This design comes from an exercise in tuning for small area, a short achievable clock period and few clock cycles per item on the open sky130 flow, not from production work. Function was checked by simulation only, so behaviour that the tests miss may differ from the original. Power is estimated from default activity; no workload was simulated.

===== flow/design.v =====
package pst_pkg;
  localparam int BURST_W  = 16;
  localparam int PRIO_W   = 8;
  localparam int ID_W     = 4;
  localparam int TIME_W   = 20;
  localparam int AVG_W    = 28;
  localparam int FRAC_W   = 8;
  localparam int MAX_JOBS = 16;
  localparam int CNT_W    = 5;    
  localparam int RK_W     = 4;    
  localparam int TAG_W    = 2;    
  localparam int PTR_W    = 3;    
  localparam int SUM_W    = 24;   
endpackage
import pst_pkg::*;
module pst_cell (
  input  logic               clk,
  input  logic               rst_n,
  input  logic               ins_go,
  input  logic               alloc,
  input  logic [TAG_W-1:0]   tag_l,
  input  logic [PRIO_W-1:0]  new_prio,
  input  logic [BURST_W-1:0] new_burst,
  input  logic [ID_W-1:0]    new_id,
  input  logic               pend,
  input  logic [RK_W-1:0]    pend_rank,
  input  logic [TAG_W-1:0]   tag_s,
  input  logic [RK_W-2:0]    pr_s,     
  input  logic [TAG_W-1:0]   tag_e,
  input  logic [RK_W-1:0]    rk_e,
  input  logic               emit_go,
  output logic               valid,
  output logic               inb,
  output logic               inc,
  output logic               sel_s0,
  output logic               sel_s1,
  output logic               sel_e,
  output logic [PRIO_W-1:0]  prio,
  output logic [BURST_W-1:0] burst,
  output logic [ID_W-1:0]    id
);
  logic               v_r;
  logic [TAG_W-1:0]   tag_r;
  logic [RK_W-1:0]    rank_r;
  logic [PRIO_W-1:0]  prio_r;
  logic [BURST_W-1:0] burst_r;
  logic [ID_W-1:0]    id_r;
  assign inb   = v_r && (tag_r == tag_l);
  assign inc   = inb && (new_prio < prio_r);
  logic [RK_W-1:0] rank_s;
  assign rank_s = pend ? pend_rank : rank_r;
  assign sel_s0 = v_r && (tag_r == tag_s) && (rank_s[RK_W-1:1] == pr_s) && !rank_s[0];
  assign sel_s1 = v_r && (tag_r == tag_s) && (rank_s[RK_W-1:1] == pr_s) && rank_s[0];
  assign sel_e = v_r && (tag_r == tag_e) && (rank_r == rk_e);
  assign valid = v_r;
  assign prio  = prio_r;
  assign burst = burst_r;
  assign id    = id_r;
  always_ff @(posedge clk) begin
    if (!rst_n) begin
      v_r <= 1'b0;
    end else if (ins_go && alloc) begin
      v_r <= 1'b1;
    end else if (emit_go && sel_e) begin
      v_r <= 1'b0;
    end
  end
  always_ff @(posedge clk) begin
    if (ins_go && alloc) begin
      tag_r   <= tag_l;
      prio_r  <= new_prio;
      burst_r <= new_burst;
      id_r    <= new_id;
    end
    if (pend) begin
      rank_r  <= pend_rank + RK_W'(ins_go && inc);
    end else if (ins_go && inc) begin
      rank_r  <= rank_r + 1'b1;
    end
  end
endmodule
import pst_pkg::*;
module pst_div #(
  parameter int K = 4
) (
  input  logic             clk,
  input  logic             start,
  input  logic             step,
  input  logic [SUM_W-1:0] sum,
  input  logic [CNT_W-1:0] den,      
  output logic [AVG_W-1:0] quotient  
);
  localparam int NSTEP = (AVG_W + K - 1) / K;
  localparam int QB    = NSTEP * K;                        
  localparam int XB    = QB - AVG_W;                       
  localparam int RB    = 4;                                
  logic [RB-1:0] rem_r, rem_n;
  logic [QB-1:0] quo_r, quo_n;
  function automatic logic ge5(input logic [4:0] a, input logic [4:0] b);
    logic g;
    g = a[0] | ~b[0];
    for (int k = 1; k < 5; k++) g = (a[k] & ~b[k]) | (~(a[k] ^ b[k]) & g);
    ge5 = g;
  endfunction
  logic [4:0] rs;
  logic [4:0] df;
  logic       ge;
  always_comb begin
    rem_n = rem_r;
    quo_n = quo_r;
    for (int j = 0; j < K; j++) begin
      rs    = {rem_n, quo_n[QB-1]};
      ge    = ge5(rs, den);
      df    = rs - den;
      rem_n = ge ? df[RB-1:0] : rs[RB-1:0];
      quo_n = {quo_n[QB-2:0], ge};
    end
  end
  always_ff @(posedge clk) begin
    if (start) begin
      rem_r <= RB'(sum >> (SUM_W - 4 + XB));
      quo_r <= {sum[SUM_W-5+XB:0], FRAC_W'(0)};
    end else if (step) begin
      rem_r <= rem_n;
      quo_r <= quo_n;
    end
  end
  assign quotient = quo_n[AVG_W-1:0];
endmodule
import pst_pkg::*;
module priority_schedule_timing (
  input  logic               clk,
  input  logic               rst_n,
  input  logic               in_valid,
  output logic               in_ready,
  input  logic [BURST_W-1:0] in_burst_time,
  input  logic [PRIO_W-1:0]  in_priority_req,
  input  logic               in_last_job,
  output logic               out_valid,
  input  logic               out_ready,
  output logic [ID_W-1:0]    out_job_id,
  output logic [PRIO_W-1:0]  out_job_priority,
  output logic [BURST_W-1:0] out_job_burst,
  output logic [TIME_W-1:0]  out_wait_time,
  output logic [TIME_W-1:0]  out_turnaround_time,
  output logic               out_last_row,
  output logic [AVG_W-1:0]   out_avg_wait_q8,
  output logic [AVG_W-1:0]   out_avg_turnaround_q8,
  output logic               out_jobs_dropped
);
  localparam int P     = MAX_JOBS;
  localparam int DIV_K = 3;                  
  localparam int DIV_N = (AVG_W + DIV_K - 1) / DIV_K;          
  localparam int DCW   = $clog2(DIV_N);
  localparam int NB    = 1 << TAG_W;      
  logic [PTR_W-1:0] pl_r, ps_r, pe_r;        
  logic [CNT_W-1:0] cnt_r;                   
  logic             ovf_r;                   
  logic [NB*CNT_W-1:0] meta_n_r;             
  logic [NB-1:0]       meta_o_r;             
  logic [P-1:0]         v, inb, inc, sel_s0, sel_s1, sel_e, alloc;
  logic [P*PRIO_W-1:0]  prio_f;
  logic [P*BURST_W-1:0] burst_f;
  logic [P*ID_W-1:0]    id_f;
  logic             in_acc, ins_go, emit_go;
  logic [P-1:0]     pend_r;                  
  logic [11:0]      bcnt_r;                  
  logic [RK_W-1:0]  pend_rank;
  logic [RK_W-2:0]  ks_r;                    
  logic [RK_W-1:0]  ke_r;                    
  logic seen;
  always_comb begin
    seen = 1'b0;
    for (int i = 0; i < P; i++) begin
      alloc[i] = !v[i] && !seen;
      seen     = seen || !v[i];
    end
  end
  logic             in_ready_r;
  logic [CNT_W-1:0] occ_r, occ_n;            
  logic [PTR_W-1:0] pl_n, pe_n;
  logic [CNT_W-1:0] cnt_n;
  assign in_ready = in_ready_r;
  assign in_acc   = in_valid && in_ready_r;
  assign ins_go   = in_acc && !cnt_r[CNT_W-1];
  always_ff @(posedge clk) begin
    if (!rst_n) begin
      pend_r <= '0;
    end else begin
      pend_r <= ins_go ? alloc : '0;
    end
  end
  logic [P-1:0] bmask;
  logic [1:0]   pc2 [8];
  logic [11:0]  pc4;
  logic [3:0]   pc8 [2];
  logic [4:0]   pc16;
  assign bmask = inb & ~inc;
  always_comb begin
    for (int i = 0; i < 8; i++) pc2[i] = {1'b0, bmask[2*i]} + {1'b0, bmask[2*i+1]};
    for (int i = 0; i < 4; i++) pc4[3*i +: 3] = {1'b0, pc2[2*i]} + {1'b0, pc2[2*i+1]};
  end
  always_ff @(posedge clk) begin
    bcnt_r <= pc4;
  end
  always_comb begin
    for (int i = 0; i < 2; i++) pc8[i] = {1'b0, bcnt_r[6*i +: 3]} + {1'b0, bcnt_r[6*i+3 +: 3]};
    pc16 = {1'b0, pc8[0]} + {1'b0, pc8[1]};
  end
  assign pend_rank = pc16[RK_W-1:0];
  for (genvar i = 0; i < P; i++) begin : g_cell
    pst_cell u_cell (
      .clk      (clk),
      .rst_n    (rst_n),
      .ins_go   (ins_go),
      .alloc    (alloc[i]),
      .tag_l    (pl_r[TAG_W-1:0]),
      .new_prio (in_priority_req),
      .new_burst(in_burst_time),
      .new_id   (cnt_r[ID_W-1:0]),
      .pend     (pend_r[i]),
      .pend_rank(pend_rank),
      .tag_s    (ps_r[TAG_W-1:0]),
      .pr_s     (ks_r),
      .tag_e    (pe_r[TAG_W-1:0]),
      .rk_e     (ke_r),
      .emit_go  (emit_go),
      .valid    (v[i]),
      .inb      (inb[i]),
      .inc      (inc[i]),
      .sel_s0   (sel_s0[i]),
      .sel_s1   (sel_s1[i]),
      .sel_e    (sel_e[i]),
      .prio     (prio_f[i*PRIO_W +: PRIO_W]),
      .burst    (burst_f[i*BURST_W +: BURST_W]),
      .id       (id_f[i*ID_W +: ID_W])
    );
  end
  logic [CNT_W-1:0] cnt_inc;
  logic             ovf_inc;
  assign cnt_inc = cnt_r + CNT_W'(!cnt_r[CNT_W-1]);
  assign ovf_inc = ovf_r || cnt_r[CNT_W-1];
  assign pl_n  = pl_r + PTR_W'(in_acc && in_last_job);
  assign cnt_n = !in_acc ? cnt_r : in_last_job ? '0 : cnt_inc;
  assign occ_n = occ_r + CNT_W'(ins_go) - CNT_W'(emit_go);
  always_ff @(posedge clk) begin
    if (!rst_n) begin
      pl_r       <= '0;
      cnt_r      <= '0;
      ovf_r      <= 1'b0;
      occ_r      <= '0;
      in_ready_r <= 1'b0;
    end else begin
      pl_r       <= pl_n;
      cnt_r      <= cnt_n;
      occ_r      <= occ_n;
      in_ready_r <= ((pl_n - pe_n) != PTR_W'(NB)) && ((occ_n != CNT_W'(P)) || cnt_n[CNT_W-1]);
      if (in_acc) begin
        ovf_r <= in_last_job ? 1'b0 : ovf_inc;
      end
    end
  end
  always_ff @(posedge clk) begin
    if (in_acc && in_last_job) begin
      meta_n_r[pl_r[TAG_W-1:0]*CNT_W +: CNT_W] <= cnt_inc;
      meta_o_r[pl_r[TAG_W-1:0]]                <= ovf_inc;
    end
  end
  logic [CNT_W-1:0]   ns;
  logic               sa_go, sa_last, sa_two, sb_hold;
  logic [BURST_W-1:0] sa_b0, sa_b1;
  logic [BURST_W-1:0] b0_r, b1_r;
  logic               bv_r, bfirst_r, blast_r, btwo_r;
  logic [CNT_W-1:0]   bn_r;
  logic [TIME_W-1:0]  pw_r, pw_b, pw_n;
  logic [SUM_W-1:0]   w_r, w_b, w_n;
  logic [SUM_W-1:0]   t_r, t_b, t_n;
  logic [SUM_W-1:0]   pw_t;
  logic               div_start, div_idle;
  assign ns      = meta_n_r[ps_r[TAG_W-1:0]*CNT_W +: CNT_W];
  assign sa_two  = ({ks_r, 1'b1} < ns);             
  assign sa_last = ({ks_r, 1'b0} + 2'd2 >= ns);     
  assign sb_hold = bv_r && blast_r && !div_idle;
  assign sa_go   = (ps_r != pl_r) && !sb_hold;
  always_comb begin
    sa_b0 = '0;
    sa_b1 = '0;
    for (int i = 0; i < P; i++) begin
      sa_b0 = sa_b0 | (burst_f[i*BURST_W +: BURST_W] & {BURST_W{sel_s0[i]}});
      sa_b1 = sa_b1 | (burst_f[i*BURST_W +: BURST_W] & {BURST_W{sel_s1[i]}});
    end
  end
  always_ff @(posedge clk) begin
    if (!rst_n) begin
      ps_r <= '0;
      ks_r <= '0;
      bv_r <= 1'b0;
    end else if (!sb_hold) begin
      bv_r <= sa_go;
      if (sa_go) begin
        if (sa_last) begin
          ks_r <= '0;
          ps_r <= ps_r + 1'b1;
        end else begin
          ks_r <= ks_r + 1'b1;
        end
      end
    end
  end
  always_ff @(posedge clk) begin
    if (sa_go) begin
      b0_r     <= sa_b0;
      b1_r     <= sa_b1;
      btwo_r   <= sa_two;
      bfirst_r <= (ks_r == '0);
      blast_r  <= sa_last;
      bn_r     <= ns;
    end
  end
  assign pw_b = bfirst_r ? '0 : pw_r;
  assign w_b  = bfirst_r ? '0 : w_r;
  assign t_b  = bfirst_r ? '0 : t_r;
  assign pw_t = btwo_r ? {pw_b, 1'b0} : SUM_W'(pw_b);
  assign w_n  = w_b + pw_t + (btwo_r ? SUM_W'(b0_r) : '0);
  assign t_n  = t_b + pw_t + (btwo_r ? {b0_r, 1'b0} : SUM_W'(b0_r)) + (btwo_r ? SUM_W'(b1_r) : '0);
  assign pw_n = pw_b + TIME_W'(b0_r) + TIME_W'(b1_r);
  always_ff @(posedge clk) begin
    if (bv_r && !sb_hold) begin
      pw_r <= pw_n;
      w_r  <= w_n;
      t_r  <= t_n;
    end
  end
  localparam int NU = 2;
  logic [NU-1:0]      dbusy_r, dstep, dstart, dlast;
  logic [NU*DCW-1:0]  dcnt_r;
  logic [NU*CNT_W-1:0] dden_r;
  logic [NU*AVG_W-1:0] qw, qt;
  logic               su_r;              
  logic               fu_r;              
  logic               hv_r, hs_r;        
  logic [AVG_W-1:0]   hw_r, ht_r;
  logic               h_show, h_take, h_fill;
  logic               h_free;
  assign h_free    = (!hv_r && !hs_r) || h_take;
  assign div_idle  = !dbusy_r[su_r];
  assign div_start = bv_r && blast_r && div_idle;
  for (genvar u = 0; u < NU; u++) begin : g_du
    logic [DCW-1:0] cnt;
    assign cnt      = dcnt_r[u*DCW +: DCW];
    assign dstart[u] = div_start && (su_r == u);
    assign dlast[u]  = dbusy_r[u] && (cnt == '0) && (fu_r == u) && h_free;
    assign dstep[u]  = dbusy_r[u] && ((cnt != '0) || dlast[u]);
    always_ff @(posedge clk) begin
      if (!rst_n) begin
        dbusy_r[u] <= 1'b0;
        dcnt_r[u*DCW +: DCW] <= '0;
      end else if (dstart[u]) begin
        dbusy_r[u] <= 1'b1;
        dcnt_r[u*DCW +: DCW] <= DCW'(DIV_N - 1);
      end else if (dstep[u]) begin
        dcnt_r[u*DCW +: DCW] <= cnt - 1'b1;
        if (cnt == '0) dbusy_r[u] <= 1'b0;
      end
    end
    always_ff @(posedge clk) begin
      if (dstart[u]) dden_r[u*CNT_W +: CNT_W] <= bn_r;
    end
    pst_div #(.K(DIV_K)) u_wdiv (
      .clk(clk), .start(dstart[u]), .step(dstep[u]),
      .sum(w_n), .den(dden_r[u*CNT_W +: CNT_W]), .quotient(qw[u*AVG_W +: AVG_W])
    );
    pst_div #(.K(DIV_K)) u_tdiv (
      .clk(clk), .start(dstart[u]), .step(dstep[u]),
      .sum(t_n), .den(dden_r[u*CNT_W +: CNT_W]), .quotient(qt[u*AVG_W +: AVG_W])
    );
  end
  assign h_fill = |dlast;
  always_ff @(posedge clk) begin
    if (!rst_n) begin
      su_r <= 1'b0;
      fu_r <= 1'b0;
      hv_r <= 1'b0;
      hs_r <= 1'b0;
    end else begin
      if (div_start) su_r <= !su_r;
      if (h_fill)    fu_r <= !fu_r;
      hv_r <= (hv_r || h_fill) && !h_show;
      hs_r <= h_show || (hs_r && !h_take);
    end
  end
  always_ff @(posedge clk) begin
    if (h_fill) begin
      hw_r <= qw[fu_r*AVG_W +: AVG_W];
      ht_r <= qt[fu_r*AVG_W +: AVG_W];
    end
  end
  logic [CNT_W-1:0]   ne;
  logic               e_last, e_ok;
  logic [PRIO_W-1:0]  e_prio;
  logic [BURST_W-1:0] e_burst;
  logic [ID_W-1:0]    e_id;
  logic               out_v_r;
  logic [ID_W-1:0]    o_id_r;
  logic [PRIO_W-1:0]  o_prio_r;
  logic [BURST_W-1:0] o_burst_r;
  logic [TIME_W-1:0]  o_wait_r;
  logic               o_last_r, o_drop_r;
  logic [TIME_W-1:0]  o_turn_r;
  assign ne      = meta_n_r[pe_r[TAG_W-1:0]*CNT_W +: CNT_W];
  assign e_last  = ({1'b0, ke_r} == ne - 1'b1);
  assign e_ok    = (pe_r != pl_r) && ((ps_r != pe_r) || ({ks_r, 1'b0} > ke_r)) &&
                   (!e_last || hv_r || h_fill);
  assign emit_go = e_ok && (!out_v_r || out_ready);
  assign h_show  = emit_go && e_last;
  assign pe_n    = pe_r + PTR_W'(emit_go && e_last);
  assign h_take  = hs_r && out_v_r && out_ready;
  always_comb begin
    e_prio  = '0;
    e_burst = '0;
    e_id    = '0;
    for (int i = 0; i < P; i++) begin
      e_prio  = e_prio  | (prio_f[i*PRIO_W +: PRIO_W]    & {PRIO_W{sel_e[i]}});
      e_burst = e_burst | (burst_f[i*BURST_W +: BURST_W] & {BURST_W{sel_e[i]}});
      e_id    = e_id    | (id_f[i*ID_W +: ID_W]          & {ID_W{sel_e[i]}});
    end
  end
  logic [TIME_W-1:0]  e_wait;
  assign e_wait = (ke_r == '0) ? '0 : o_turn_r;
  always_ff @(posedge clk) begin
    if (!rst_n) begin
      out_v_r <= 1'b0;
      pe_r    <= '0;
      ke_r    <= '0;
    end else begin
      if (emit_go) begin
        out_v_r <= 1'b1;
      end else if (out_ready) begin
        out_v_r <= 1'b0;
      end
      if (emit_go) begin
        if (e_last) begin
          ke_r <= '0;
          pe_r <= pe_r + 1'b1;
        end else begin
          ke_r <= ke_r + 1'b1;
        end
      end
    end
  end
  always_ff @(posedge clk) begin
    if (emit_go) begin
      o_id_r    <= e_id;
      o_prio_r  <= e_prio;
      o_burst_r <= e_burst;
      o_wait_r  <= e_wait;
      o_turn_r  <= e_wait + TIME_W'(e_burst);
      o_last_r  <= e_last;
      o_drop_r  <= meta_o_r[pe_r[TAG_W-1:0]];
    end
  end
  assign out_valid             = out_v_r;
  assign out_job_id            = o_id_r;
  assign out_job_priority      = o_prio_r;
  assign out_job_burst         = o_burst_r;
  assign out_wait_time         = o_wait_r;
  assign out_turnaround_time   = o_turn_r;
  assign out_last_row          = o_last_r;
  assign out_avg_wait_q8       = o_last_r ? hw_r : '0;
  assign out_avg_turnaround_q8 = o_last_r ? ht_r : '0;
  assign out_jobs_dropped      = o_drop_r;
endmodule

===== flow/run.sh =====
#!/bin/bash
# synth_recipe.tcl (not shown) runs the flow's synth.tcl, then flattens the netlist and writes it again
# the make line also repeats each setting of config.mk as NAME=value (left out here)
make -C /OpenROAD-flow-scripts/flow DESIGN_CONFIG=/design/flow/config.mk WORK_HOME=/design/flow/orfs CLKGATE_MAP_FILE= SYNTH_SCRIPT=/design/flow/synth_recipe.tcl finish

===== flow/config.mk =====
export PLATFORM = sky130hd
export DESIGN_NAME = priority_schedule_timing
export DESIGN_NICKNAME = priority_schedule_timing
export VERILOG_FILES = /design/flow/design.v
export SDC_FILE = /design/flow/constraint.sdc
export NUM_CORES = 4
export LEC_CHECK = 0
export CAP_MARGIN = 20
export CORE_MARGIN = 2
export CORE_UTILIZATION = 40
export SETUP_SLACK_MARGIN = 1.5
export SLEW_MARGIN = 20

===== flow/constraint.sdc =====
create_clock -name core_clock -period 6.0 [get_ports {clk}]
set_input_delay 1.2000 -clock core_clock [delete_from_list [all_inputs] [get_ports {clk}]]
set_output_delay 1.2000 -clock core_clock [all_outputs]
set_load 0.01 [all_outputs]

==> run notes, run 1 <==
top post-synthesis cells by count=edfxtp_1 (908), ha_1 (354), inv_1 (326), a22o_1 (318), xnor2_1 (259); Seq cells post-synth=a little over 1000; area leader, netlist=edfxtp_1; Post-CTS Hold Fix Bufs=0; H-tree depth=3; wl on met1=79380 um; largest cells by area after synthesis=edfxtp_1 (46%), ha_1 (7.6%), a22o_1 (4.7%); # IOs=~160; Post-Syn Instances=4813; Worst Tran Pin Value=1162 ps; Initial Util=between 40 and 50%; CTS sink cnt=a little over 1000; vias per cell=slightly above 6; Gate power share=~22%; syn_area_per_cell=around 12 um2; Cell variety after synth=87; run status=no timing/DRC/antenna violations; ys flop type=edfxtp_1; Hold Path End=g_du[0].u_wdiv.quo_r[7]; register area share after synthesis=50.85%; multi-input logic area=between 20000 and 30000 um2; final RePlAce weighted congestion=around 0.93; Clock power frac=between 30% and 40%; placed cell area=63360 um2; Setup WS post-layout=1382 ps; reg2reg end=b0_r[7]; CP cell instances=inv_2 -> fa_1 -> fa_1 -> inv_1 -> ha_2 -> inv_2 -> fa_2 -> buf_8 -> and2_1 -> o21a_1 -> or4_1 -> nor3b_2 -> buf_6 -> a22o_1 -> a221oi_2 -> nand4_1; CP Max Fanout=16; global-route wire length before repair=285000 um; slowest stage delay, CP=530 ps; leak pwr=about 26 nW; fin. max-slew vios=0; post-route ant nets=0; Iter 0 DRT Violations=4825; fillers=12750; min cycle time layout=4618 ps; Worst VDD drop=258.7 uV; Warnings, synthesis=5; final setup fails=0; DRC=0; initial antenna violation count=7; Layout area overhead=19.82%; TritonCTS Buffers=112; Routed WL=196900 um; critical path launch point type=flip-flop; worst slack, placed=834.8 ps; Post-synth EDFFs=908; chip height=~390 um; ys async rst share=0%; metal2 WL=88150 um; Routed WL per cell=27.26 um; PwrDens=287.2 nW/um2; Register Area=29840 um2; design area=about 70000 um2; post-DP HPWL=127100 um; Net Count, Synth=5288; fin nets=5682; RSZ-0062 raised after global routing=true; Max-Cap Viols=0; share of cells above drive strength 1=roughly 18%; via count=about 44000; Total Power=roughly 20 mW; row cnt=140; largest net degree at the start of global routing=69; Final Cycle Share=76.97%; core area=145600 um2; Hold Path Class=reg -> reg; R2R cell count=16; final hold slack=459.2 ps; die width=386.9 um; full die area=between 100000 and 150000 um2; HP Start=g_du[0].u_wdiv.quo_r[4]; switching power=5.969 mW; CTS tree=done; Switching Fraction=29.58%; Top delay family on crit path=adder cells; first-pass detailed-route iteration total=9; fmax=216.5 MHz; Min-Delay Path Depth=2; Yosys top cell area share=46.49%; critical path arrival=5120 ps; internal power=14.21 mW; R2R setup slack=approximately 1400 ps; crit end category=flip-flop; skew final=79.45 ps; clk slew on worst S/H paths=around 60 ps; Crit-path slowest cell=fa_1; Required @ worst endpoint=6510 ps; Clock Tree Buf Depth=3; top-count cell post-synth=edfxtp_1; reg2reg start=bcnt_r[1]; DR top layer=met5; gr ovfl total=0; worst skew pair latency=a little under 800 ps; Slew headroom=between 20 and 25%; Final Hold Vio Count=0; Post-Syn Area=58660 um2; gr usage total=25.48%; Sum Neg Setup Slack=0 ps; Buf+Inv Stages, Crit Path=5; Port-buffer cells=156; vias in the first global route=41990; clock root buffer=clkbuf_16; WS Path Type=reg -> reg; met3 WL post-DR=between 15000 and 20000 um; register share of total power=42.6%
worst reg2reg max path: cells and delay by family, from the launching register on:
kind | cells | cell delay [ps]
AND/OR/NAND/NOR | 4 | 1240
adder cells (fa/ha/maj) | 4 | 1730
AO/OA/AOI/OAI | 3 | 420
flip-flops | 1 | 320
buffers and inverters | 5 | 640
timing repair:
action | in CTS | in global routing
pin swaps | 82 | 120
resized for setup | 159 | 178
buffers inserted | 98 | 90
cloned | 4 | 1
endpoints found under the setup margin | 166 | 96
sequential cells by signal, summed over array words and instances, names as in the netlist, 24 cells and up:
| register | cells |
|---|---|
| g_cell.u_cell.id_r | 64 |
| g_cell.u_cell.rank_r | 64 |
| w_r | 24 |
| hw_r | 28 |
| g_cell.u_cell.prio_r | 128 |
| g_cell.u_cell.burst_r | 256 |
| g_du.u_tdiv.quo_r | 60 |
| ht_r | 28 |
| g_du.u_wdiv.quo_r | 60 |
| g_cell.u_cell.tag_r | 32 |
| t_r | 24 |
layer usage:
metal	GRT usage [%]	vias up
met1	33.93	21690
met4	10.17	8
li1	-	19130
met2	39.77	2378
met5	0	-
met3	6.350	636
worst max path at each step:
stage / start / to / slack (ps) / cells after the start
2_1_floorplan: dden_r[0] / g_du[0].u_wdiv.rem_r[1] / 1500 / 23
3_3_place_gp: dden_r[7] / g_du[1].u_wdiv.rem_r[0] / 840 / 21
3_5_place_dp: dden_r[5] / g_du[1].u_wdiv.rem_r[0] / 830 / 21
4_1_cts: dden_r[0] / g_du[0].u_wdiv.rem_r[1] / 1440 / 22
5_1_grt: g_du[0].u_tdiv.quo_r[29] / g_du[0].u_tdiv.rem_r[0] / 1230 / 23
6_report: bcnt_r[1] / b0_r[7] / 1380 / 16
per-stage QoR:
step / std cells / utilization (%)
after floorplan: 4813 / -
after global placement: 6816 / 43.53
after detailed placement: 6816 / 43.53
after CTS: 7126 / 47.22
after global routing: 7218 / 48.27
final: 7222 / 48.28
final cells by class:
cell class	instances	share of cell area, %
multi-input combinational	3213	39.78
tap	1917	3.413
timing repair buffer	516	7.198
inverter	328	1.777
clock buffer	136	4.326
antenna	4	0.01424
clock inverter	72	1.025
sequential	1036	42.47
logic make-up (layout without fill, tap and decap cells):
logic type               Yosys count  in the layout  synth area share, %
XOR/XNOR                         384            384                5.875
flip-flops                      1036           1036                50.85
adder cells (fa/ha/maj)          446            446                10.69
AO/OA/AOI/OAI                   1208           1208                15.32
buffers and inverters            564           1052                3.929
AND/OR/NAND/NOR                 1005           1005                9.795
other                              0              4                    0
multiplexers                     170            170                3.537
placed cells by master (no fill, tap or decap), drive strengths merged, types with 18 or more instances in the layout:
master,synthesis,final
a211o,21,21
a211oi,24,24
a21o,78,78
a21oi,192,192
a221oi,243,243
a22o,319,319
and2,115,115
buf,100,357
clkbuf,136,139
clkdlybuf4s50,0,156
clkinv,0,55
dfxtp,128,128
edfxtp,908,908
fa,92,92
ha,354,354
inv,328,330
mux2,98,98
mux2i,61,61
nand2,215,215
nand2b,34,34
nand3,95,95
nand4,98,98
nor2,144,144
nor2b,117,117
nor3,61,61
nor4,47,47
nor4b,18,18
o21a,45,45
o21ai,161,161
o22ai,20,20
o31ai,22,22
xnor2,268,268
xor2,115,115
power by group through the flow:
stage	combinational, mW	sequential (mW)	clock, mW
global route	4.88	8.63	7.49
finish	4.46	8.60	7.11
detailed placement	3.89	8.75	0
CTS	4.18	8.60	7.21
floorplan	2.76	8.62	0
global placement	3.82	8.75	0
Testbench counts, summed over its fixed seeds: cycles 3,170, jobs 2,636.
==> run 2: changes to the inputs <==
--- a/flow/design.v
+++ b/flow/design.v
@@ -83,3 +83,3 @@
 module pst_div #(
-  parameter int K = 4
+  parameter int K = 3
 ) (
@@ -87,2 +87,3 @@
   input  logic             start,
+  input  logic             byp,      
   input  logic             step,
@@ -92,5 +93,6 @@
 );
-  localparam int NSTEP = (AVG_W + K - 1) / K;
+  localparam int QW    = AVG_W - 1;
+  localparam int NSTEP = (QW + K - 1) / K;
   localparam int QB    = NSTEP * K;                        
-  localparam int XB    = QB - AVG_W;                       
+  localparam int XB    = QB - QW;                          
   localparam int RB    = 4;                                
@@ -98,2 +100,3 @@
   logic [QB-1:0] quo_r, quo_n;
+  logic          byp_r, top_r;
   function automatic logic ge5(input logic [4:0] a, input logic [4:0] b);
@@ -120,5 +123,12 @@
     if (start) begin
-      rem_r <= RB'(sum >> (SUM_W - 4 + XB));
-      quo_r <= {sum[SUM_W-5+XB:0], FRAC_W'(0)};
-    end else if (step) begin
+      byp_r <= byp;
+      top_r <= sum[SUM_W-1];
+      if (byp) begin
+        rem_r <= '0;
+        quo_r <= QB'({sum[SUM_W-2:0], 4'b0});
+      end else begin
+        rem_r <= RB'(sum >> (SUM_W - 5 + XB));
+        quo_r <= {sum[SUM_W-6+XB:0], FRAC_W'(0)};
+      end
+    end else if (step && !byp_r) begin
       rem_r <= rem_n;
@@ -127,3 +137,3 @@
   end
-  assign quotient = quo_n[AVG_W-1:0];
+  assign quotient = byp_r ? {top_r, quo_r[QW-1:0]} : {1'b0, quo_n[QW-1:0]};
 endmodule
@@ -152,3 +162,3 @@
   localparam int DIV_K = 3;                  
-  localparam int DIV_N = (AVG_W + DIV_K - 1) / DIV_K;          
+  localparam int DIV_N = (AVG_W - 1 + DIV_K - 1) / DIV_K;      
   localparam int DCW   = $clog2(DIV_N);
@@ -369,3 +379,3 @@
     pst_div #(.K(DIV_K)) u_wdiv (
-      .clk(clk), .start(dstart[u]), .step(dstep[u]),
+      .clk(clk), .start(dstart[u]), .byp(1'b0), .step(dstep[u]),
       .sum(w_n), .den(dden_r[u*CNT_W +: CNT_W]), .quotient(qw[u*AVG_W +: AVG_W])
@@ -373,3 +383,3 @@
     pst_div #(.K(DIV_K)) u_tdiv (
-      .clk(clk), .start(dstart[u]), .step(dstep[u]),
+      .clk(clk), .start(dstart[u]), .byp(bn_r[CNT_W-1]), .step(dstep[u]),
       .sum(t_n), .den(dden_r[u*CNT_W +: CNT_W]), .quotient(qt[u*AVG_W +: AVG_W])
==> run 2 against run 1 <==
  * Global-route usage increased by 0.26 points
  * Total power down 2.9%
  * Critical endpoint is now g_du[1].u_tdiv.rem_r[1]
  * Worst hold slack lost 5.7 ps
  * Routed wire length grew 1.6%
  * Clock power is essentially flat
  * Still clean on timing, DRC and antenna
  * Final cell count up 3.4%
  * First-iteration DRC count shrank 1.1%
  * Sequential share of layout area down 1.1 points
  * Synthesized cell count up 3.7%
  * Core utilization up 1.1 points
  * Count of clock-buffer cells in the layout grew 11
==> run notes, run 2 <==
skew final=36.13 ps (was 79.45 ps); H-tree depth=3 (unchanged); Iter 0 DRT Violations=4773 (was 4825); CP cell instances=buf_12 -> ha_2 -> fa_2 -> nor2b_1 -> o21ai_1 -> nand2b_1 -> a21oi_4 -> mux2_4 -> fa_2 -> nor2b_1 -> o21ai_1 -> nand2b_1 -> a21oi_4 -> mux2i_4 -> fa_2 -> a21o_1 -> a21o_1 -> a21oi_4 -> nor2b_1 -> a211oi_2 -> a21oi_1 (was inv_2 -> fa_1 -> fa_1 -> inv_1 -> ha_2 -> inv_2 -> fa_2 -> buf_8 -> and2_1 -> o21a_1 -> or4_1 -> nor3b_2 -> buf_6 -> a22o_1 -> a221oi_2 -> nand4_1); CTS sink cnt=1024 (was 1036); core area=145400 um2 (was 145600 um2); full die area=149300 um2 (was 149700 um2); TritonCTS Buffers=111 (was 112); Cell variety after synth=82 (was 87); CP Max Fanout=6 (was 16); Sum Neg Setup Slack=0 ps (unchanged); largest net degree at the start of global routing=81 (was 69); global-route wire length before repair=288100 um (was 285000 um); Routed WL=200100 um (was 196900 um); Post-synth EDFFs=920 (was 908); Worst Tran Pin Value=1136 ps (was 1162 ps); initial antenna violation count=9 (was 7); slowest stage delay, CP=410 ps (was 530 ps); internal power=13.97 mW (was 14.21 mW); clock root buffer=clkbuf_16 (unchanged); critical path arrival=5100 ps (was 5120 ps); Post-CTS Hold Fix Bufs=0 (unchanged); Buf+Inv Stages, Crit Path=1 (was 5); switching power=5.628 mW (was 5.969 mW); share of cells above drive strength 1=18.62% (was 18.09%); Max-Cap Viols=0 (unchanged); worst skew pair latency=770 ps (was 790 ps); WS Path Type=reg -> reg (unchanged); row cnt=140 (unchanged); largest cells by area after synthesis=edfxtp_1 (47%), ha_1 (7.6%), xnor2_1 (4.2%) (was edfxtp_1 (46%), ha_1 (7.6%), a22o_1 (4.7%)); DRC=0 (unchanged); PwrDens=273.0 nW/um2 (was 287.2 nW/um2); die width=386.4 um (was 386.9 um); fin nets=5933 (was 5682); most common cell after layout, fill and taps aside=edfxtp_1 (unchanged); Slew headroom=23.48% (was 21.70%); first-pass detailed-route iteration total=8 (was 9); register area share after synthesis=50.78% (was 50.85%); ys flop type=edfxtp_1 (unchanged); commonest cells after routing, fill and taps aside=edfxtp_1 (920), inv_1 (356), ha_1 (330), buf_4 (306), xnor2_1 (278) (was edfxtp_1 (908), ha_1 (341), a22o_1 (318), inv_1 (312), buf_4 (258)); # IOs=157 (unchanged); Total Power=19.60 mW (was 20.18 mW); fillers=12680 (was 12750); Warnings, synthesis=5 (unchanged); gr usage total=25.73% (was 25.48%); syn_area_per_cell=11.72 um2 (was 12.19 um2); Required @ worst endpoint=6450 ps (was 6510 ps); gr ovfl total=0 (unchanged); post-route ant nets=0 (unchanged); leak pwr=27.09 nW (was 26.19 nW); RSZ-0062 raised after global routing=true (unchanged); via count=44610 (was 43850); top post-synthesis cells by count=edfxtp_1 (920), inv_1 (372), ha_1 (354), xnor2_1 (282), a22o_1 (270) (was edfxtp_1 (908), ha_1 (354), inv_1 (326), a22o_1 (318), xnor2_1 (259)); Top delay family on crit path=adder cells (unchanged); critical path launch point type=flip-flop (unchanged); vias in the first global route=42960 (was 41990); Gate power share=20.5% (was 22.1%); Seq cells post-synth=1024 (was 1036); Post-Syn Area=58510 um2 (was 58660 um2); top flop regs=g_cell.u_cell.burst_r x256, g_cell.u_cell.prio_r x128 (unchanged); vias per cell=5.975 (was 6.071); Switching Fraction=28.71% (was 29.58%); Biggest register=g_cell.u_cell.burst_r (unchanged); Final Hold Vio Count=0 (unchanged); post-DP HPWL=126100 um (was 127100 um); final RePlAce weighted congestion=0.9333 (was 0.9311); Yosys top cell area share=47.22% (was 46.49%); top-count cell post-synth=edfxtp_1 (unchanged); Crit-path slowest cell=edfxtp_1 (was fa_1); Port-buffer cells=155 (was 156); fmax=215.0 MHz (was 216.5 MHz); ys async rst share=0% (unchanged); placed cell area=63160 um2 (was 63360 um2); chip height=386.4 um (was 386.9 um); DP Cell Count=6980 (was 6816); Clock Tree Buf Depth=3 (unchanged); R2R setup slack=1350 ps (was 1380 ps); area leader, netlist=edfxtp_1 (unchanged); Net Count, Synth=5466 (was 5288); CTS tree=done (unchanged); Largest register FFs=256 (unchanged); clk slew on worst S/H paths=70 ps (was 60 ps); Final Cycle Share=77.52% (was 76.97%); register share of total power=43.1% (was 42.6%); Initial Util=40.24% (was 40.29%); fin. max-slew vios=0 (unchanged); Post-Syn Instances=4991 (was 4813); final setup fails=0 (unchanged); Final Non-Filler Cells=7467 (was 7222); min cycle time layout=4651 ps (was 4618 ps); Clock power frac=36.4% (was 35.2%); Routed WL per cell=26.80 um (was 27.26 um); crit end category=flip-flop (unchanged); run status=no timing/DRC/antenna violations (unchanged); Layout area overhead=22.74% (was 19.82%); design area=71810 um2 (was 70280 um2); Hold Path Class=reg -> reg (unchanged); Worst VDD drop=241.5 uV (was 258.7 uV)
[run 2: metrics by stage]
step,utilization (%),setup WS [ps],hold slack (ps)
3_5_place_dp,43.44,765.0,444.4
4_1_cts,47.91,1379,453.9
3_3_place_gp,43.42,507.6,445.4
6_report,49.39,1349,453.5
5_1_grt,49.39,1140,498.3
2_1_floorplan,-,1386,421.5
[run 2: power groups by stage]
stage / Combinational, mW / Clock [mW] / Sequential (mW)
floorplan: 2.48 / 0 / 8.48
global placement: 3.43 / 0 / 8.60
detailed placement: 3.49 / 0 / 8.60
CTS: 3.66 / 7.21 / 8.45
global route: 4.41 / 7.46 / 8.48
finish: 4.02 / 7.13 / 8.45
[run 2: worst paths after layout]
kind                                         startpoint                      end  depth (start not counted)
worst min register to register  g_du[1].u_wdiv.quo_r[4]  g_du[1].u_wdiv.quo_r[7]                          2
worst max-delay path                          dden_r[5]  g_du[1].u_tdiv.rem_r[1]                         21
worst max register to register                dden_r[5]  g_du[1].u_tdiv.rem_r[1]                         21
worst min-delay path            g_du[1].u_wdiv.quo_r[4]  g_du[1].u_wdiv.quo_r[7]                          2
[run 2: area by class of cell]
| class | count | area [um2] | share of cell area [%] |
|---|---|---|---|
| inverters | 376 | 1424 | 1.983 |
| clock buffers | 147 | 3044 | 4.239 |
| multi-input cells | 3336 | 28350 | 39.49 |
| repair buffers | 609 | 6171 | 8.594 |
| clock inverters | 56 | 685.7 | 0.9549 |
| diodes | 2 | 5.005 | 0.006970 |
| flip-flops and latches | 1024 | 29730 | 41.40 |
| well taps | 1917 | 2399 | 3.340 |
[run 2: cell families after synthesis]
kind of cell               after synthesis  synth area share (%)
muxes                                  172                 3.313
other                                    1              0.006410
and+or+nand+nor                       1090                 9.713
AOI/OAI and AO/OA                     1236                 15.20
DFF                                   1024                 50.78
adders and majority gates              446                 10.72
xor gates and xnor gates               390                 5.866
buffers and inverters                  632                 4.403
[run 2: metal layers]
metal,part of all wire [%],vias to the layer above,global-route usage [%]
li1,-,19620,-
met1,39,21770,32.44
met2,47,2445,41.85
met3,9.3,755,6.032
met4,5.5,20,11.90
met5,0.073,-,0
[run 2: worst min-delay path: cells and delay by family (launching register included)]
family | cells | cell delay [ps]
AND/OR/NAND/NOR | 2 | 90
flip-flops | 1 | 320
[run 2: timing repair]
item | in CTS | in global routing
gates cloned | 14 | 5
endpoints found under the setup margin | 184 | 98
pin swaps | 88 | 134
gates resized for setup | 237 | 245
setup buffers | 162 | 101
Testbench counts of run 2, summed over its fixed seeds: cycles 3,054, jobs 2,636.
==> run 3: changes to the inputs <==
--- a/flow/config.mk
+++ b/flow/config.mk
@@ -9,3 +9,3 @@
 export CORE_MARGIN = 2
-export CORE_UTILIZATION = 40
+export CORE_UTILIZATION = 50
 export SETUP_SLACK_MARGIN = 1.5
==> run 3 against run 2 <==
  * Still clean
  * Sequential power hardly changed
  * Critical path depth shrank 4
  * Total power rose by 1.7%
  * Synthesized area did not move
  * Sequential share of layout area shrank 0.20 points
  * Design area grew 0.54%
  * Setup slack better by 8.9 ps
  * Count of clock-buffer cells in the layout is 1 lower
  * Synthesized cell count stayed put
  * Highest routed layer unchanged
==> run notes, run 3 <==
largest cells by area after synthesis=edfxtp_1 (47%), ha_1 (7.6%), xnor2_1 (4.2%) (unchanged); R2R setup slack=1360 ps (was 1350 ps); Post-Syn Area=58510 um2 (unchanged); final setup fails=0 (unchanged); chip height=346.1 um (was 386.4 um); Biggest register=g_cell.u_cell.burst_r (unchanged); Gate power share=22.5% (was 20.5%); post-DP HPWL=126800 um (was 126100 um); Yosys top cell area share=47.22% (unchanged); run status=no timing/DRC/antenna violations (unchanged); worst skew pair latency=730 ps (was 770 ps); Routed WL=201000 um (was 200100 um); fin. max-slew vios=0 (unchanged); commonest cells after routing, fill and taps aside=edfxtp_1 (920), buf_4 (357), inv_1 (355), ha_1 (324) (was edfxtp_1 (920), inv_1 (356), ha_1 (330), buf_4 (306), xnor2_1 (278)); via count=44920 (was 44610); Net Count, Synth=5466 (unchanged); clk slew on worst S/H paths=60 ps (was 70 ps); Clock Tree Buf Depth=3 (unchanged); ys flop type=edfxtp_1 (unchanged); internal power=14.02 mW (was 13.97 mW); PwrDens=276.0 nW/um2 (was 273.0 nW/um2); Switching Fraction=29.63% (was 28.71%); CP Max Fanout=9 (was 6); Routed WL per cell=28.17 um (was 26.80 um); Sum Neg Setup Slack=0 ps (unchanged); Iter 0 DRT Violations=4852 (was 4773); Post-Syn Instances=4991 (unchanged); full die area=119800 um2 (was 149300 um2); initial antenna violation count=14 (was 9); # IOs=157 (unchanged); first-pass detailed-route iteration total=8 (unchanged); Final Cycle Share=77.37% (was 77.52%); Initial Util=50.42% (was 40.24%); Largest register FFs=256 (unchanged); syn_area_per_cell=11.72 um2 (unchanged); gr ovfl total=0 (unchanged); WS Path Type=reg -> reg (unchanged); Port-buffer cells=155 (unchanged); Worst VDD drop=265.6 uV (was 241.5 uV); vias per cell=6.295 (was 5.975); die width=346.1 um (was 386.4 um); top-count cell post-synth=edfxtp_1 (unchanged); Warnings, synthesis=5 (unchanged); Slew headroom=23.92% (was 23.48%); multi-input logic area=28690 um2 (was 28350 um2); register area share after synthesis=50.78% (unchanged); most common cell after layout, fill and taps aside=edfxtp_1 (unchanged); Buf+Inv Stages, Crit Path=6 (was 1); row cnt=125 (was 140); CTS sink cnt=1024 (unchanged); register share of total power=42.3% (was 43.1%); gr usage total=32.25% (was 25.73%); critical path launch point type=flip-flop (unchanged); area leader, netlist=edfxtp_1 (unchanged); Worst Setup EP=b1_r[4] (was g_du[1].u_tdiv.rem_r[1]); fillers=9051 (was 12680); ys async rst share=0% (unchanged); global-route wire length before repair=287600 um (was 288100 um); R2R cell count=17 (was 21); top post-synthesis cells by count=edfxtp_1 (920), inv_1 (372), ha_1 (354), xnor2_1 (282), a22o_1 (270) (unchanged); switching power=5.904 mW (was 5.628 mW); Clock power frac=35.2% (was 36.4%); share of cells above drive strength 1=20.72% (was 18.62%); final hold slack=451.5 ps (was 453.5 ps); crit end category=flip-flop (unchanged); final RePlAce weighted congestion=0.9396 (was 0.9333); Post-CTS Hold Fix Bufs=0 (unchanged); Crit-path slowest cell=fa_1 (was edfxtp_1); largest net degree at the start of global routing=81 (unchanged); critical path launch point=bcnt_r[1] (was dden_r[5]); critical path arrival=4930 ps (was 5100 ps); Post-synth EDFFs=920 (unchanged); Total Power=19.92 mW (was 19.60 mW); post-route ant nets=0 (unchanged); Layout area overhead=23.40% (was 22.74%); reg2reg start=bcnt_r[1] (was dden_r[5]); Seq cells post-synth=1024 (unchanged); Cell variety after synth=82 (unchanged); slowest stage delay, CP=550 ps (was 410 ps); reg2reg end=b1_r[4] (was g_du[1].u_tdiv.rem_r[1]); Hold Path Class=reg -> reg (unchanged); TritonCTS Buffers=111 (unchanged); Max-Cap Viols=0 (unchanged); Final Hold Vio Count=0 (unchanged); Register Area=29740 um2 (was 29730 um2); clock root buffer=clkbuf_16 (unchanged); RSZ-0062 raised after global routing=true (unchanged); Top delay family on crit path=adder cells (unchanged); min cycle time layout=4642 ps (was 4651 ps); Required @ worst endpoint=6280 ps (was 6450 ps); DRC=0 (unchanged); leak pwr=27.51 nW (was 27.09 nW); stages on the worst setup path=17 (was 21); fmax=215.4 MHz (was 215.0 MHz); vias in the first global route=43170 (was 42960); Worst Tran Pin Value=1137 ps (was 1136 ps); skew final=32.52 ps (was 36.13 ps); fin nets=5993 (was 5933); top flop regs=g_cell.u_cell.burst_r x256, g_cell.u_cell.prio_r x128 (unchanged); CP cell instances=inv_2 -> fa_1 -> fa_1 -> inv_1 -> ha_2 -> inv_2 -> fa_2 -> xor3_4 -> buf_8 -> a21oi_2 -> xor2_1 -> or4_4 -> nor2_4 -> buf_12 -> buf_4 -> a221oi_2 -> nand4_1 (was buf_12 -> ha_2 -> fa_2 -> nor2b_1 -> o21ai_1 -> nand2b_1 -> a21oi_4 -> mux2_4 -> fa_2 -> nor2b_1 -> o21ai_1 -> nand2b_1 -> a21oi_4 -> mux2i_4 -> fa_2 -> a21o_1 -> a21o_1 -> a21oi_4 -> nor2b_1 -> a211oi_2 -> a21oi_1); core area=116000 um2 (was 145400 um2); CTS tree=done (unchanged); H-tree depth=3 (unchanged)
==> run 3: cell count changes in the layout (fill, tap and decap cells not counted), sizes merged <==
cell,change
a21oi,-1
buf,+61
bufbuf,+2
bufinv,-2
clkbuf,-3
clkinvlp,+4
diode,+1
==> run 3: kinds of logic (layout without fill, tap and decap cells) <==
family / Yosys count / in the layout / share of synthesized area, %
adders and majority gates: 446 / 446 / 10.72
muxes: 172 / 172 / 3.313
xor gates and xnor gates: 390 / 390 / 5.866
DFF: 1024 / 1024 / 50.78
AOI/OAI and AO/OA: 1236 / 1236 / 15.20
and+or+nand+nor: 1090 / 1090 / 9.713
other: 1 / 4 / 0.006410
buffers and inverters: 632 / 1250 / 4.403
==> run 3: final cells by class <==
class | count | area share [%]
diodes | 3 | 0.01040
clock buffers | 146 | 4.227
clock inverters | 58 | 0.8561
inverters | 376 | 1.972
multi-input cells | 3335 | 39.73
flip-flops and latches | 1024 | 41.19
well taps | 1524 | 2.641
repair buffers | 670 | 9.366
==> run 3: worst min path at each step <==
stage / start / endpoint / slack (ps) / cells past startpoint
CTS: bn_r[3] / dden_r[3] / 450 / 0
floorplan: bn_r[0] / dden_r[0] / 420 / 0
finish: bn_r[3] / dden_r[3] / 450 / 0
global route: bn_r[3] / dden_r[3] / 470 / 0
global placement: bn_r[1] / dden_r[1] / 430 / 0
detailed placement: bn_r[1] / dden_r[1] / 440 / 0
==> run 3: per-layer routing <==
layer	vias up	global-route usage, %	routed length [um]	share of wire, %
met5	-	0	139	0.069
met3	732	6.279	17540	8.7
met1	22020	40.94	77150	38
li1	19730	-	-	-
met2	2423	53.43	94120	47
met4	20	14.64	12100	6.0
==> run 3: stage by stage <==
stage | worst slack (ps) | util (%) | instance area, um2 | cells
after detailed placement | 366.7 | 53.96 | 62620 | 6587
after CTS | 1313 | 59.65 | 69220 | 6960
after global placement | 516.8 | 53.96 | 62620 | 6587
after global routing | 1174 | 62.21 | 72190 | 7134
final | 1358 | 62.21 | 72200 | 7136
after floorplan | 1386 | - | 58670 | 4991
==> run 3: what timing repair did <==
action,4_1_cts,5_1_grt
buffers inserted,164,168
pin swaps,95,148
setup endpoints to repair,178,163
cloned,5,5
resized for setup,257,318
==> run 3: power groups by stage <==
stage / Clock (mW) / Sequential, mW / Combinational [mW]
2_1_floorplan: 0 / 8.48 / 2.48
3_3_place_gp: 0 / 8.56 / 3.71
3_5_place_dp: 0 / 8.56 / 3.76
4_1_cts: 7.09 / 8.41 / 4.08
5_1_grt: 7.37 / 8.45 / 4.82
6_report: 7.02 / 8.42 / 4.49
==> run 4: changes to the inputs <==
--- a/flow/config.mk
+++ b/flow/config.mk
@@ -9,4 +9,4 @@
 export CORE_MARGIN = 2
-export CORE_UTILIZATION = 50
-export SETUP_SLACK_MARGIN = 1.5
+export CORE_UTILIZATION = 40
+export SETUP_SLACK_MARGIN = 1.25
 export SLEW_MARGIN = 20
==> run 4 against run 3 <==
  * Critical endpoint is now o_turn_r[18]
  * Fmax fell by 3.0%
  * Still clean on timing, DRC and antenna
  * Combinational power fell by 14%
  * Setup slack got worse by 140 ps
  * Critical path depth did not move
  * Core utilization fell by 15 points
  * Sequential power barely moved
==> run notes, run 4 <==
crit end category=flip-flop (unchanged); Routed WL=190700 um (was 201000 um); critical path launch point type=flip-flop (unchanged); post-DP HPWL=124000 um (was 126800 um); Clock Tree Buf Depth=3 (unchanged); die width=386.4 um (was 346.1 um); Biggest register=g_cell.u_cell.burst_r (unchanged); area leader, netlist=edfxtp_1 (unchanged); Seq cells post-synth=1024 (unchanged); Initial Util=40.24% (was 50.42%); initial antenna violation count=14 (unchanged); row cnt=140 (was 125); Final Hold Vio Count=0 (unchanged); register area share after synthesis=50.78% (unchanged); full die area=149300 um2 (was 119800 um2); clk slew on worst S/H paths=70 ps (was 60 ps); syn_area_per_cell=11.72 um2 (unchanged); fillers=12990 (was 9051); fin. max-slew vios=0 (unchanged); RSZ-0062 raised after global routing=true (unchanged); clock root buffer=clkbuf_16 (unchanged); first-pass detailed-route iteration total=7 (was 8); chip height=386.4 um (was 346.1 um); design area=69010 um2 (was 72200 um2); most common cell after layout, fill and taps aside=edfxtp_1 (unchanged); Crit-path slowest cell=buf_4 (was fa_1); Final Cycle Share=79.73% (was 77.37%); Worst VDD drop=237.1 uV (was 265.6 uV); DRC=0 (unchanged); post-route ant nets=0 (unchanged); top-count cell post-synth=edfxtp_1 (unchanged); Largest register FFs=256 (unchanged); slowest stage delay, CP=510 ps (was 550 ps); largest net degree at the start of global routing=72 (was 81); vias per cell=5.937 (was 6.295); top post-synthesis cells by count=edfxtp_1 (920), inv_1 (372), ha_1 (354), xnor2_1 (282), a22o_1 (270) (unchanged); core area=145400 um2 (was 116000 um2); ys flop type=edfxtp_1 (unchanged); Hold Path Class=reg -> reg (unchanged); share of cells above drive strength 1=13.43% (was 20.72%); Slew headroom=22.80% (was 23.92%); fin nets=5790 (was 5993); Post-synth EDFFs=920 (unchanged); Required @ worst endpoint=6490 ps (was 6280 ps); top flop regs=g_cell.u_cell.burst_r x256, g_cell.u_cell.prio_r x128 (unchanged); PwrDens=281.2 nW/um2 (was 276.0 nW/um2); Max-Cap Viols=0 (unchanged); Finished Core Util=47.46% (was 62.21%); fmax=209.0 MHz (was 215.4 MHz); Sum Neg Setup Slack=0 ps (unchanged); CTS sink cnt=1024 (unchanged); Iter 0 DRT Violations=4621 (was 4852); Routed WL per cell=26.02 um (was 28.17 um); run status=no timing/DRC/antenna violations (unchanged); Warnings, synthesis=5 (unchanged); global-route wire length before repair=277100 um (was 287600 um); leak pwr=25.88 nW (was 27.51 nW); Cell variety after synth=82 (unchanged); Layout area overhead=17.95% (was 23.40%); skew final=30.46 ps (was 32.52 ps); Top delay family on crit path=compound AO/OA/AOI/OAI gates (was adder cells); Port-buffer cells=155 (unchanged); Buf+Inv Stages, Crit Path=4 (was 6); final RePlAce weighted congestion=0.9312 (was 0.9396); Post-Syn Area=58510 um2 (unchanged); CP cell instances=buf_6 -> xnor2_1 -> nand4_1 -> nor4_2 -> buf_4 -> buf_4 -> a22o_1 -> a221oi_1 -> nand4_1 -> ha_1 -> inv_1 -> o21bai_1 -> a2111o_1 -> a31oi_4 -> o22ai_1 -> a21oi_1 -> mux2_2 (was inv_2 -> fa_1 -> fa_1 -> inv_1 -> ha_2 -> inv_2 -> fa_2 -> xor3_4 -> buf_8 -> a21oi_2 -> xor2_1 -> or4_4 -> nor2_4 -> buf_12 -> buf_4 -> a221oi_2 -> nand4_1); CP Max Fanout=22 (was 9); gr usage total=24.68% (was 32.25%); final setup fails=0 (unchanged); # IOs=157 (unchanged); via count=43510 (was 44920); CTS tree=done (unchanged); WS Path Type=reg -> reg (unchanged); critical path arrival=5270 ps (was 4930 ps); gr ovfl total=0 (unchanged); worst skew pair latency=750 ps (was 730 ps); vias in the first global route=42160 (was 43170); Yosys top cell area share=47.22% (unchanged); placed cell area=62980 um2 (was 62620 um2); commonest cells after routing, fill and taps aside=edfxtp_1 (920), inv_1 (368), ha_1 (345), xnor2_1 (280), a22o_1 (270) (was edfxtp_1 (920), buf_4 (357), inv_1 (355), ha_1 (324)); ys async rst share=0% (unchanged); TritonCTS Buffers=109 (was 111); Worst Tran Pin Value=1146 ps (was 1137 ps); H-tree depth=3 (unchanged); Post-Syn Instances=4991 (unchanged); Net Count, Synth=5466 (unchanged); min cycle time layout=4784 ps (was 4642 ps); largest cells by area after synthesis=edfxtp_1 (47%), ha_1 (7.6%), xnor2_1 (4.2%) (unchanged)
-- run 4: cell counts after synthesis --
No cell type changed its count.
-- run 4: area by class of cell --
type | count | area [um2] | share of cell area [%]
sequential | 1024 | 29720 | 43.06
clock inverter | 73 | 892.1 | 1.293
antenna | 6 | 15.01 | 0.02176
clock buffer | 129 | 2833 | 4.105
timing repair buffer | 468 | 4507 | 6.531
inverter | 376 | 1416 | 2.053
multi-input combinational | 3336 | 27230 | 39.46
tap | 1917 | 2399 | 3.476
-- run 4: worst register-to-register path: cells and delay by family (launching register included) --
kind	cells	cell delay, ps
adders and majority gates	1	330
and+or+nand+nor	3	710
buffers and inverters	4	1130
AOI/OAI and AO/OA	7	1480
muxes	1	350
DFF	1	350
xor gates and xnor gates	1	170
-- run 4: kinds of logic after synthesis --
| kind of cell | count (synthesis) | share of synthesized area, % |
|---|---|---|
| flip-flops | 1024 | 50.78 |
| buffers and inverters | 632 | 4.403 |
| XOR/XNOR | 390 | 5.866 |
| other | 1 | 0.006410 |
| AO/OA/AOI/OAI | 1236 | 15.20 |
| multiplexers | 172 | 3.313 |
| AND/OR/NAND/NOR | 1090 | 9.713 |
| adder cells (fa/ha/maj) | 446 | 10.72 |
-- run 4: report_power, final --
part	total [mW]	switching [mW]	leakage (nW)	internal, mW
Sequential	8.43	0.215	9.08	8.21
Clock	7.11	3.00	1.80	4.12
Combinational	3.86	2.33	15.0	1.54
-- run 4: path summary, 6_finish.rpt --
kind	start	to	slack, ps	depth (start not counted)
setup reg to reg	ke_r[1]	o_turn_r[18]	1220	17
hold / removal	g_du[1].u_wdiv.quo_r[3]	g_du[1].u_wdiv.quo_r[6]	460	2
hold reg to reg	g_du[1].u_wdiv.quo_r[3]	g_du[1].u_wdiv.quo_r[6]	460	2
setup / recovery	ke_r[1]	o_turn_r[18]	1220	17
-- run 4: timing repair --
item | 4_1_cts | 5_1_grt
gates cloned | 1 | 2
buffers inserted | 31 | 111
resized for setup | 39 | 182
setup endpoints to repair | 152 | 82
hold buffers | 0 | 0
pin swaps | 11 | 54
-- run 4: through the flow --
| stage | hold WS, ps | worst slack, ps | cells | power, mW |
|---|---|---|---|---|
| floorplan | 421.5 | 1252 | 4991 | 10.95 |
| global placement | 438.2 | 699.0 | 6976 | 12.05 |
| detailed placement | 447.4 | 603.9 | 6976 | 12.11 |
| CTS | 454.2 | 1166 | 7210 | 19.25 |
| global route | 478.9 | 1102 | 7324 | 20.18 |
| finish | 456.9 | 1216 | 7329 | 19.40 |
-- run 4: per-layer routing --
metal	track usage [%]	vias up	share of wire [%]
met1	31.82	21300	40
met3	6.062	609	9.3
met5	0	-	0.038
met4	9.440	12	4.7
li1	-	19330	-
met2	40.00	2260	46
==> run 5: changes to the inputs <==
--- a/flow/config.mk
+++ b/flow/config.mk
@@ -12 +12,2 @@
 export SLEW_MARGIN = 20
+export TNS_END_PERCENT = 10
==> run 5 against run 4 <==
  * Fmax shrank 0.69%
  * Still clean on timing, DRC and antenna
  * Design area grew 0.19%
  * Core utilization grew 0.092 points
  * Critical endpoint is now b0_r[4]
  * Count of clock-buffer cells in the layout grew 5
==> run notes, run 5 <==
Post-synth EDFFs=920 (unchanged); die width=386.4 um (unchanged); PwrDens=281.2 nW/um2 (about the same); CP cell instances=inv_2 -> fa_1 -> fa_1 -> inv_1 -> ha_2 -> inv_1 -> fa_2 -> xor3_4 -> buf_12 -> a21oi_1 -> xor2_1 -> or4_4 -> nor2b_1 -> buf_6 -> a22o_1 -> a221oi_1 -> nand4_1 (was buf_6 -> xnor2_1 -> nand4_1 -> nor4_2 -> buf_4 -> buf_4 -> a22o_1 -> a221oi_1 -> nand4_1 -> ha_1 -> inv_1 -> o21bai_1 -> a2111o_1 -> a31oi_4 -> o22ai_1 -> a21oi_1 -> mux2_2); post-route ant nets=0 (unchanged); Total Power=19.44 mW (was 19.40 mW); crit end category=flip-flop (unchanged); Final Hold Vio Count=0 (unchanged); area leader, netlist=edfxtp_1 (unchanged); vias per cell=5.936 (was 5.937); Seq cells post-synth=1024 (unchanged); RSZ-0062 raised after global routing=true (unchanged); DP Cell Count=6994 (was 6976); Post-Syn Area=58510 um2 (unchanged); Final Cycle Share=80.28% (was 79.73%); reg2reg start=bcnt_r[1] (was ke_r[1]); Sum Neg Setup Slack=0 ps (unchanged); CP Max Fanout=16 (was 22); most common cell after layout, fill and taps aside=edfxtp_1 (unchanged); Routed WL=194100 um (was 190700 um); commonest cells after routing, fill and taps aside=edfxtp_1 (920), inv_1 (365), ha_1 (347), xnor2_1 (279), a22o_1 (270) (was edfxtp_1 (920), inv_1 (368), ha_1 (345), xnor2_1 (280), a22o_1 (270)); clock root buffer=clkbuf_16 (unchanged); Finished Core Util=47.56% (was 47.46%); gr ovfl total=0 (unchanged); final setup fails=0 (unchanged); slowest stage delay, CP=580 ps (was 510 ps); core area=145400 um2 (unchanged); run status=no timing/DRC/antenna violations (unchanged); Layout area overhead=18.18% (was 17.95%); Cell variety after synth=82 (unchanged); top post-synthesis cells by count=edfxtp_1 (920), inv_1 (372), ha_1 (354), xnor2_1 (282), a22o_1 (270) (unchanged); largest net degree at the start of global routing=69 (was 72); Largest register FFs=256 (unchanged); global-route wire length before repair=283700 um (was 277100 um); worst skew pair latency=750 ps (about the same); Routed WL per cell=26.48 um (was 26.02 um); gr usage total=25.33% (was 24.68%); chip height=386.4 um (unchanged); Warnings, synthesis=5 (unchanged); Hold Path End=dden_r[8] (was g_du[1].u_wdiv.quo_r[6]); final hold slack=468.3 ps (was 456.9 ps); R2R cell count=17 (unchanged); fmax=207.6 MHz (was 209.0 MHz); Biggest register=g_cell.u_cell.burst_r (unchanged); critical path launch point type=flip-flop (unchanged); share of cells above drive strength 1=13.83% (was 13.43%); DRC=0 (unchanged); vias in the first global route=42510 (was 42160); H-tree depth=3 (unchanged); row cnt=140 (unchanged); Worst Tran Pin Value=1132 ps (was 1146 ps); top flop regs=g_cell.u_cell.burst_r x256, g_cell.u_cell.prio_r x128 (unchanged); HP Start=bn_r[3] (was g_du[1].u_wdiv.quo_r[3]); Hold Path Class=reg -> reg (unchanged); # IOs=157 (unchanged); CTS tree=done (unchanged); Crit-path slowest cell=fa_1 (was buf_4); syn_area_per_cell=11.72 um2 (unchanged); Worst VDD drop=247.2 uV (was 237.1 uV); top-count cell post-synth=edfxtp_1 (unchanged); multi-input logic area=27200 um2 (was 27230 um2); initial antenna violation count=10 (was 14); reg2reg end=b0_r[4] (was o_turn_r[18]); Initial Util=40.24% (unchanged); ys async rst share=0% (unchanged); leak pwr=25.95 nW (was 25.88 nW); Buf+Inv Stages, Crit Path=5 (was 4); Register Area=29730 um2 (was 29720 um2); Clock Tree Buf Depth=3 (unchanged); Min-Delay Path Depth=0 (was 2); Required @ worst endpoint=6490 ps (about the same); skew final=30.37 ps (was 30.46 ps); register area share after synthesis=50.78% (unchanged); largest cells by area after synthesis=edfxtp_1 (47%), ha_1 (7.6%), xnor2_1 (4.2%) (unchanged); Final Non-Filler Cells=7329 (unchanged); fillers=13020 (was 12990); fin. max-slew vios=0 (unchanged); post-DP HPWL=128100 um (was 124000 um); full die area=149300 um2 (unchanged); clk slew on worst S/H paths=60 ps (was 70 ps); R2R setup slack=1180 ps (was 1220 ps); critical path arrival=5300 ps (was 5270 ps); Iter 0 DRT Violations=4698 (was 4621); Slew headroom=23.74% (was 22.80%); first-pass detailed-route iteration total=6 (was 7); Port-buffer cells=155 (unchanged); Net Count, Synth=5466 (unchanged); Post-Syn Instances=4991 (unchanged); via count=43510 (about the same); CTS sink cnt=1024 (unchanged); Yosys top cell area share=47.22% (unchanged); final RePlAce weighted congestion=0.9047 (was 0.9312); TritonCTS Buffers=109 (unchanged); fin nets=5789 (was 5790); min cycle time layout=4817 ps (was 4784 ps); ys flop type=edfxtp_1 (unchanged); WS Path Type=reg -> reg (unchanged); Max-Cap Viols=0 (unchanged); Top delay family on crit path=adder cells (was compound AO/OA/AOI/OAI gates)
## run 5: layout make-up
class | instances | share of cell area (%)
antenna | 4 | 0.01448
sequential | 1024 | 43.00
clock buffer | 134 | 4.273
tap | 1917 | 3.469
clock inverter | 71 | 1.274
timing repair buffer | 468 | 6.574
inverter | 376 | 2.050
multi-input combinational | 3335 | 39.34
## run 5: stage by stage
step                      worst slack, ps  cell area, um2
after floorplan                     439.0           58510
after CTS                            1137           68160
after global routing                 1118           69130
after global placement              431.5           63060
after detailed placement            387.9           63060
final                                1183           69140
## run 5: timing repair
item	4_1_cts	5_1_grt
hold buffers	0	0
pin swaps	23	57
setup endpoints to repair	151	86
resized for setup	92	137
buffers inserted	80	46
## run 5: worst max path at each step
stage / startpoint / endpoint / slack (ps) / cells past startpoint
global route: dden_r[7] / g_du[1].u_wdiv.rem_r[0] / 1120 / 22
global placement: g_du[0].u_wdiv.quo_r[26] / g_du[0].u_wdiv.rem_r[3] / 430 / 24
detailed placement: g_du[0].u_wdiv.quo_r[26] / g_du[0].u_wdiv.rem_r[3] / 390 / 24
floorplan: out_ready / in_ready_r / 440 / 17
CTS: bcnt_r[4] / b1_r[4] / 1140 / 17
finish: bcnt_r[1] / b0_r[4] / 1180 / 17
## run 5: report_power, final
| group | total, mW | leakage, nW | internal [mW] | switching (mW) |
|---|---|---|---|---|
| clock network | 7.26 | 1.85 | 4.18 | 3.08 |
| logic | 3.76 | 15.0 | 1.49 | 2.27 |
| registers | 8.43 | 9.09 | 8.21 | 0.220 |
| total | 19.4 | 25.9 | 13.9 | 5.57 |
## run 5: layer usage
metal  GRT usage [%]  routed length [um]  up-vias
met5               0                 191        -
met4           10.20                9653       20
met3           5.864               17250      640
met2           41.21               89410     2194
met1           32.56               77600    21310
li1                -                   -    19350
## run 5: cell families (layout without fill, tap and decap cells)
family | count (synthesis) | count (layout) | share of synthesized area [%]
adders and majority gates | 446 | 446 | 10.72
muxes | 172 | 172 | 3.313
xor gates and xnor gates | 390 | 390 | 5.866
DFF | 1024 | 1024 | 50.78
AOI/OAI and AO/OA | 1236 | 1236 | 15.20
other | 1 | 5 | 0.006410
and+or+nand+nor | 1090 | 1090 | 9.713
buffers and inverters | 632 | 1049 | 4.403
## run 5: worst reg2reg max path, cell delays in order (launching register included)
cell and delay (ps):
dfxtp_2 320, inv_2 30, fa_1 580, fa_1 420, inv_1 70, ha_2 160, inv_1 50, fa_2 340
xor3_4 450, buf_12 200, a21oi_1 170, xor2_1 80, or4_4 580, nor2b_1 170, buf_6 330, a22o_1 210
a221oi_1 40, nand4_1 360

==> separate check: timing with driven ports <==
Ports are ideal in the flow. The routed layouts listed here were re-timed in OpenROAD.
Step 1 sets driving cells, clkbuf_16 on the clock port and buf_2 on the other inputs (assumed; they add their load-dependent delay and slew).
Step 2 times the ports against the registers' clock, not the clock port: input delays grow and output delays shrink by t, the midpoint of the rising clock arrivals with the driver on.
Three values: ideal, step 1, step 2; two values: the first two.
| run | t (ns) | setup WS [ns] | clock arrival spread, ns | worst register clock-pin slew, ns | worst data-port slew with drivers (ns) |
|---|---|---|---|---|---|
| run 1 | 0.827 | 1.382 / 1.382 / 0.788 | 0.082 / 0.082 | 0.07 / 0.07 | 0.20 |
| run 2 | 0.829 | 1.349 / 1.349 / 0.824 | 0.048 / 0.048 | 0.07 / 0.07 | 0.19 |
| run 3 | 0.786 | 1.358 / 1.358 / 0.913 | 0.037 / 0.037 | 0.07 / 0.07 | 0.16 |
| run 4 | 0.813 | 1.216 / 1.216 / 0.794 | 0.035 / 0.036 | 0.07 / 0.07 | 0.19 |
| run 5 | 0.821 | 1.183 / 1.183 / 0.726 | 0.032 / 0.031 | 0.07 / 0.07 | 0.19 |
After both steps setup and hold are still met in every run listed. For run 1, which loses most, drivers alone change the setup slack by 0.000 ns; drivers and shift together by -0.594 ns.
